What follows belongs to an exercise in optimizing a design on an open flow for small area, a short achievable clock period and few clock cycles per item; a production flow would make more cautious choices.

==> trial 9 <==
==> flow/design.v (excerpt) <==
module conv_pe_top (
    input  logic        clk,
    input  logic        rst,
    input  logic        wght_valid_i,
    input  logic [63:0] wght_i,
    output logic        wght_ready_o,
    input  logic        act_valid_i,
    input  logic [63:0] act_i,
    output logic        act_ready_o,
    output logic [23:0] result_o,
    output logic        result_valid_o
);
make LEC_CHECK=0 CAP_MARGIN=20 CORE_MARGIN=2 CORE_UTILIZATION=65 CTS_CLUSTER_DIAMETER=140 CTS_CLUSTER_SIZE=25 SETUP_SLACK_MARGIN=3.0 SLEW_MARGIN=20 SYNTH_HIERARCHICAL=1 SYNTH_MINIMUM_KEEP_SIZE=0 finish   # period 5.0 ns
run.sh (not shown) runs the stock make flow with config.mk's settings and CLKGATE_MAP_FILE= SYNTH_SCRIPT=/design/flow/synth_recipe.tcl, a recipe that flattens the netlist after the stock synthesis.
==> build 4 (differences from trial 9) <==
==> flow/flow/run.sh (new file) <==
#!/bin/bash
# The standard layout, with two resizer settings changed: cells may be
# swapped for ones of another footprint during repair, and the port buffers
# are plain buffers instead of the smallest-area (delay) buffer.
set -euo pipefail
bash standard.sh MATCH_CELL_FOOTPRINT=0 "BUFFER_PORTS_ARGS=-buffer_cell sky130_fd_sc_hd__buf_2" finish > make.log 2>&1
==> flow/standard.sh (new file) <==
#!/bin/bash
# synth_recipe.tcl (not shown) runs the flow's synth.tcl, then flattens the netlist and writes it again
# the make line also repeats each setting of config.mk as NAME=value (left out here)
make -C /OpenROAD-flow-scripts/flow DESIGN_CONFIG=/design/flow/config.mk WORK_HOME=/design/flow/orfs CLKGATE_MAP_FILE= SYNTH_SCRIPT=/design/flow/synth_recipe.tcl "${@:-finish}"
Settings changed: SETUP_SLACK_MARGIN 3.0 to 2.8.
removed: flow/run.sh
==> build 56 (differences from trial 9) <==
==> flow/flow/run.sh (new file) <==
#!/bin/bash
# The standard layout, with two resizer settings changed: cells may be
# swapped for ones of another footprint during repair, and the port buffers
# are plain buffers instead of the smallest-area (delay) buffer.
set -euo pipefail
bash standard.sh MATCH_CELL_FOOTPRINT=0 "BUFFER_PORTS_ARGS=-buffer_cell sky130_fd_sc_hd__buf_2" finish > make.log 2>&1
==> flow/standard.sh (new file) <==
#!/bin/bash
# synth_recipe.tcl (not shown) runs the flow's synth.tcl, then flattens the netlist and writes it again
# the make line also repeats each setting of config.mk as NAME=value (left out here)
make -C /OpenROAD-flow-scripts/flow DESIGN_CONFIG=/design/flow/config.mk WORK_HOME=/design/flow/orfs CLKGATE_MAP_FILE= SYNTH_SCRIPT=/design/flow/synth_recipe.tcl "${@:-finish}"
removed: flow/run.sh
==> impl_metrics.env <==
export IMPL_seq_power_share=0.458
export IMPL_r2r_cells=5
export IMPL_hpwl_mm=60.7
export IMPL_grt_max_degree=65
export IMPL_status="finished clean"
export IMPL_fillerInstances=3184
export IMPL_seq_power_w=0.0114
export IMPL_placed_cell_area_sq_mm=0.0381
export IMPL_nClkBuffers=47
(the above is from trial 9)
==> impl_metrics.env <==
export IMPL_grt_max_degree=31
export IMPL_status="finished clean"
export IMPL_vias_per_cell=5.45
export IMPL_seq_power_w=0.0114
export IMPL_cts_resized=549
export IMPL_min_delay_path_class="reg -> reg"
export IMPL_nonClkBufAreaFrac=0.0650
export IMPL_seq_power_share=0.452
export IMPL_hpwl_mm=62.1
export IMPL_placed_cell_area_sq_mm=0.0372
export IMPL_r2r_cells=4
(the above is from build 56)
==> impl_metrics.env <==
export IMPL_seq_power_share=0.476
export IMPL_crit_chain="buf_12 > nand2_1 > fa_1 > fa_1 > fa_1"
export IMPL_fillerInstances=3521
export IMPL_hpwl_mm=59.8
export IMPL_multiInputGateArea_sq_mm=0.0152
export IMPL_wl_per_cell_um=23.6
export IMPL_netSwitchingPower_w=0.00793
export IMPL_grt_max_degree=49
export IMPL_r2r_cells=5
export IMPL_fp_coreArea_sq_mm=0.0539
export IMPL_seq_power_w=0.0113
export IMPL_status="finished clean"
(the above is from build 4)
No functional check of the RTL was part of any run of this note.

-- what the ideal ports hide --
The results above use ideal ports. As a check the final layouts listed here were re-extracted and re-timed, cells and wires unchanged.
Step 1: set_driving_cell puts a clkbuf_16 on clk and a buf_2 on each other input, an assumption about the parent block.
Step 2 adds t to the input delays and takes it off the output delays; t is the mean of the earliest and latest rising clock arrival at the registers after step 1. Input paths then give back, and output paths get back, about the clock's delay inside the block.
Slacks: ideal ports / drivers / drivers and shift; pairs: ideal ports / drivers.
run | shift t [ns] | setup WS [ns] | slew at the worst register clock pin (ns) | worst data-port slew with drivers (ns) | pins driven straight from the clock port
trial 9 | 0.676 | 2.698 / 2.698 / 2.390 | 0.11 / 0.11 | 0.06 | 1
build 4 | 0.671 | 2.689 / 2.689 / 2.332 | 0.12 / 0.12 | 0.04 | 1
build 56 | 0.677 | 2.642 / 2.642 / 2.553 | 0.11 / 0.11 | 0.05 | 1
After both steps setup and hold are still met in every run listed. The setup slack of build 4, which loses most, moves by 0.000 ns with the drivers and by -0.357 ns with both steps.
